This is an optimization exercise on Yosys and OpenROAD, whose aim is small area and a short achievable clock period, not a production implementation.
No activity file was given, so power comes from the tool's default toggle rates.

// exec_stage
module exec_stage (
    input  logic               clk,
    input  logic               rst,
    input  logic               valid_i,
    input  exec_pkg::alu_op_t  alu_op_i,
    input  exec_pkg::src_a_t   src_a_i,
    input  exec_pkg::src_b_t   src_b_i,
    input  exec_pkg::fwd_t     fwd_a_i,
    input  exec_pkg::fwd_t     fwd_b_i,
    input  exec_pkg::fwd_t     fwd_st_i,
    input  logic               spc_clr_i,
    input  exec_pkg::word_t    rs_i,
    input  exec_pkg::word_t    rt_i,
    input  exec_pkg::word_t    ext_i,
    input  exec_pkg::word_t    pc_i,
    input  exec_pkg::word_t    fw_alu_i,
    input  exec_pkg::word_t    fw_mem_i,
    output logic               valid_o,
    output exec_pkg::word_t    result_o,
    output exec_pkg::word_t    store_data_o,
    output exec_pkg::word_t    spc_o
);
    logic    op_valid;
    exec_pkg::ctrl_t   op_ctrl;
    exec_pkg::word_t   op_p;
    exec_pkg::word_t   op_g;
    exec_pkg::word_t   op_store;
    logic [3:0]        op_sh_lo;
    logic [3:0]        op_sh_hi;
    logic              op_sh_16;
    operand_select i_operand_select (
        .clk       (clk),
        .rst       (rst),
        .valid_i   (valid_i),
        .alu_op_i  (alu_op_i),
        .src_a_i   (src_a_i),
        .src_b_i   (src_b_i),
        .fwd_a_i   (fwd_a_i),
        .fwd_b_i   (fwd_b_i),
        .fwd_st_i  (fwd_st_i),
        .spc_clr_i (spc_clr_i),
        .rs_i      (rs_i),
        .rt_i      (rt_i),
        .ext_i     (ext_i),
        .pc_i      (pc_i),
        .fw_alu_i  (fw_alu_i),
        .fw_mem_i  (fw_mem_i),
        .valid_o   (op_valid),
        .ctrl_o    (op_ctrl),
        .p_o       (op_p),
        .g_o       (op_g),
        .store_o   (op_store),
        .spc_o     (spc_o),
        .sh_lo_o  (op_sh_lo),
        .sh_hi_o  (op_sh_hi),
        .sh_16_o  (op_sh_16)
    );
    result_stage i_result_stage (
        .clk          (clk),
        .rst          (rst),
        .valid_i      (op_valid),
  ...
clock: 4.5 ns
lec_check: 0
cap_margin: 20
core_margin: 2
core_utilization: 50
cts_buf_list: sky130_fd_sc_hd__clkbuf_8
cts_cluster_diameter: 60
cts_cluster_size: 20
setup_slack_margin: 1.9
slew_margin: 20
standard.sh (not shown) runs the stock make flow with config.mk's settings and CLKGATE_MAP_FILE= SYNTH_SCRIPT=/design/flow/synth_recipe.tcl, a recipe that flattens the netlist after the stock synthesis.
==> flow/flow/run.sh <==
#!/bin/bash
# The standard layout with two changes:
#  - Yosys's ABC step maps for area with the script in flow/area.abc
#    (registers, their names and cell types are untouched)
#  - no full/half adder cell extraction (ADDER_MAP_FILE empty)
#  - the resizer may swap cells of any footprint (MATCH_CELL_FOOTPRINT=0)
#  - every port gets the smallest buffer, sky130_fd_sc_hd__buf_1
# Each tool's output goes to a log file in this folder.
set -euo pipefail
HERE=$(pwd)

# synthesis script: the standard flow's, with the ABC script swapped
sed -e 's#^source \$::env(SCRIPTS_DIR)/synth_preamble.tcl$#&\nset abc_args [lreplace $abc_args 1 1 $::env(MY_ABC_SCRIPT)]#' \
    "$FLOW_HOME/scripts/synth.tcl" > my_synth_body.tcl
grep -q MY_ABC_SCRIPT my_synth_body.tcl
sed -e "s#^source \$::env(SCRIPTS_DIR)/synth.tcl\$#source $HERE/my_synth_body.tcl#" \
    synth_recipe.tcl > my_synth_recipe.tcl
grep -q my_synth_body my_synth_recipe.tcl

sed -e "s#SYNTH_SCRIPT=[^ ]*#SYNTH_SCRIPT=$HERE/my_synth_recipe.tcl MATCH_CELL_FOOTPRINT=0#" standard.sh > my_standard.sh
grep -q my_synth_recipe my_standard.sh

export MY_ABC_SCRIPT="$FLOW_HOME/scripts/abc_speed.script"
export BUFFER_PORTS_ARGS="-buffer_cell sky130_fd_sc_hd__buf_1"
export ADDER_MAP_FILE=""
bash my_standard.sh > flow.log 2>&1
Edit:
--- a/flow/design.v
+++ b/flow/design.v
@@ -39,15 +39,15 @@
     input  exec_pkg::word_t    p_i,
     input  exec_pkg::word_t    g_i,
     input  exec_pkg::ctrl_t    ctrl_i,
     input  exec_pkg::word_t    shift_i,     
     output exec_pkg::word_t    y_o
 );
     localparam int W     = 32;
-    localparam int LOG_W = $clog2(W);
+    localparam int LOG_W = 5;      
     logic [W-1:0] gp [0:LOG_W];      
     logic [W-1:0] pp [0:LOG_W];      
     logic [W-1:0] c;                 
     logic         arith;
     logic         cin;
     exec_pkg::word_t other;          
     exec_pkg::word_t y_c0;           
@@ -106,15 +106,20 @@
     logic [W+2:0]     val_f;         
     logic [W+11:0]    sh_a_f;
     logic [W+15:0]    sh_b_f;
     exec_pkg::word_t  sh_a;          
     exec_pkg::word_t  sh_b;          
     exec_pkg::word_t  sh_c;          
     assign fill  = ctrl_i[9] & value_i[W-1];    
-    assign val_f = {{3{fill}}, value_i};
+    exec_pkg::word_t  value_r;       
+    for (genvar i = 0; i < W; i++)
+    begin : g_rev
+        assign value_r[i] = ctrl_i[8] ? value_i[W-1-i] : value_i[i];
+    end
+    assign val_f = {{3{fill}}, value_r};
     for (genvar i = 0; i < W; i++)
     begin : g_sh_a
         assign sh_a[i] = (sh_lo_i[0] & val_f[i])
                        | (sh_lo_i[1] & val_f[i + 1])
                        | (sh_lo_i[2] & val_f[i + 2])
                        | (sh_lo_i[3] & val_f[i + 3]);
     end
@@ -223,23 +228,18 @@
             exec_pkg::ALU_SLTU: begin ctrl[5] = 1'b1; ctrl[4] = 1'b1; end
             exec_pkg::ALU_SLL:  ctrl[8] = 1'b1;
             exec_pkg::ALU_SRL:  ctrl[7] = 1'b1;
             exec_pkg::ALU_SRA:  begin ctrl[7] = 1'b1; ctrl[9] = 1'b1; end
             default: ;           
         endcase
     end
-    exec_pkg::word_t b_rev;
-    for (genvar i = 0; i < 32; i++)
-    begin : g_rev
-        assign b_rev[i] = ctrl[8] ? b_sel[32-1-i] : b_sel[i];
-    end
     assign zero_a = (alu_op_i == exec_pkg::ALU_PB) | ctrl[8] | ctrl[7];
     assign zero_b = (alu_op_i == exec_pkg::ALU_PA);
     assign a_op   = a_sel & {32{~zero_a}};
-    assign b_op   = (b_rev & {32{~zero_b}}) ^ {32{ctrl[4]}};
+    assign b_op   = (b_sel & {32{~zero_b}}) ^ {32{ctrl[4]}};
     always_ff @(posedge clk)
     begin
         if (!rst)
             spc_o <= '0;
         else if (spc_clr_i)
             spc_o <= '0;
         else if (valid_i)
After rerunning: Wire length climbs by 3.3%. Cell count drops by 2.5%. Clock skew drops by 0.0043 ns. Count of clock-buffer cells in the layout is unchanged. Combinational power climbs by 15%. Maximum frequency drops by 3.6%. Synthesized cell count drops by 4.8%. Worst setup slack is worse by 0.097 ns. Design area climbs by 4.0%.
Function was not checked in any run of this note: the RTL went through the layout flow alone.

==> port drivers added, routing unchanged <==
The flow's constraints put no driver on any port. The routed layouts listed below were extracted and timed again, unchanged, in two steps. Step 1 sets driving cells, clkbuf_16 on the clock port and buf_2 on the other inputs (assumed; they add their load-dependent delay and slew). Step 2 also shifts input and output timing later by t, the mid clock arrival at the registers, as if the neighbouring blocks saw the same clock. Three values: no drivers, after step 1, after step 2; two values: the first two.
| run | t, ns | setup WS [ns] | worst hold slack (ns) |
|---|---|---|---|
| the first run | 0.607 | 1.911 / 1.930 / 1.324 | 0.326 / 0.326 / 0.326 |
| the second run | 0.621 | 1.814 / 1.814 / 1.318 | 0.333 / 0.333 / 0.333 |
After both steps every run listed still meets setup and hold. For the first run, which loses most, drivers alone change the setup slack by +0.019 ns; drivers and shift together by -0.587 ns.
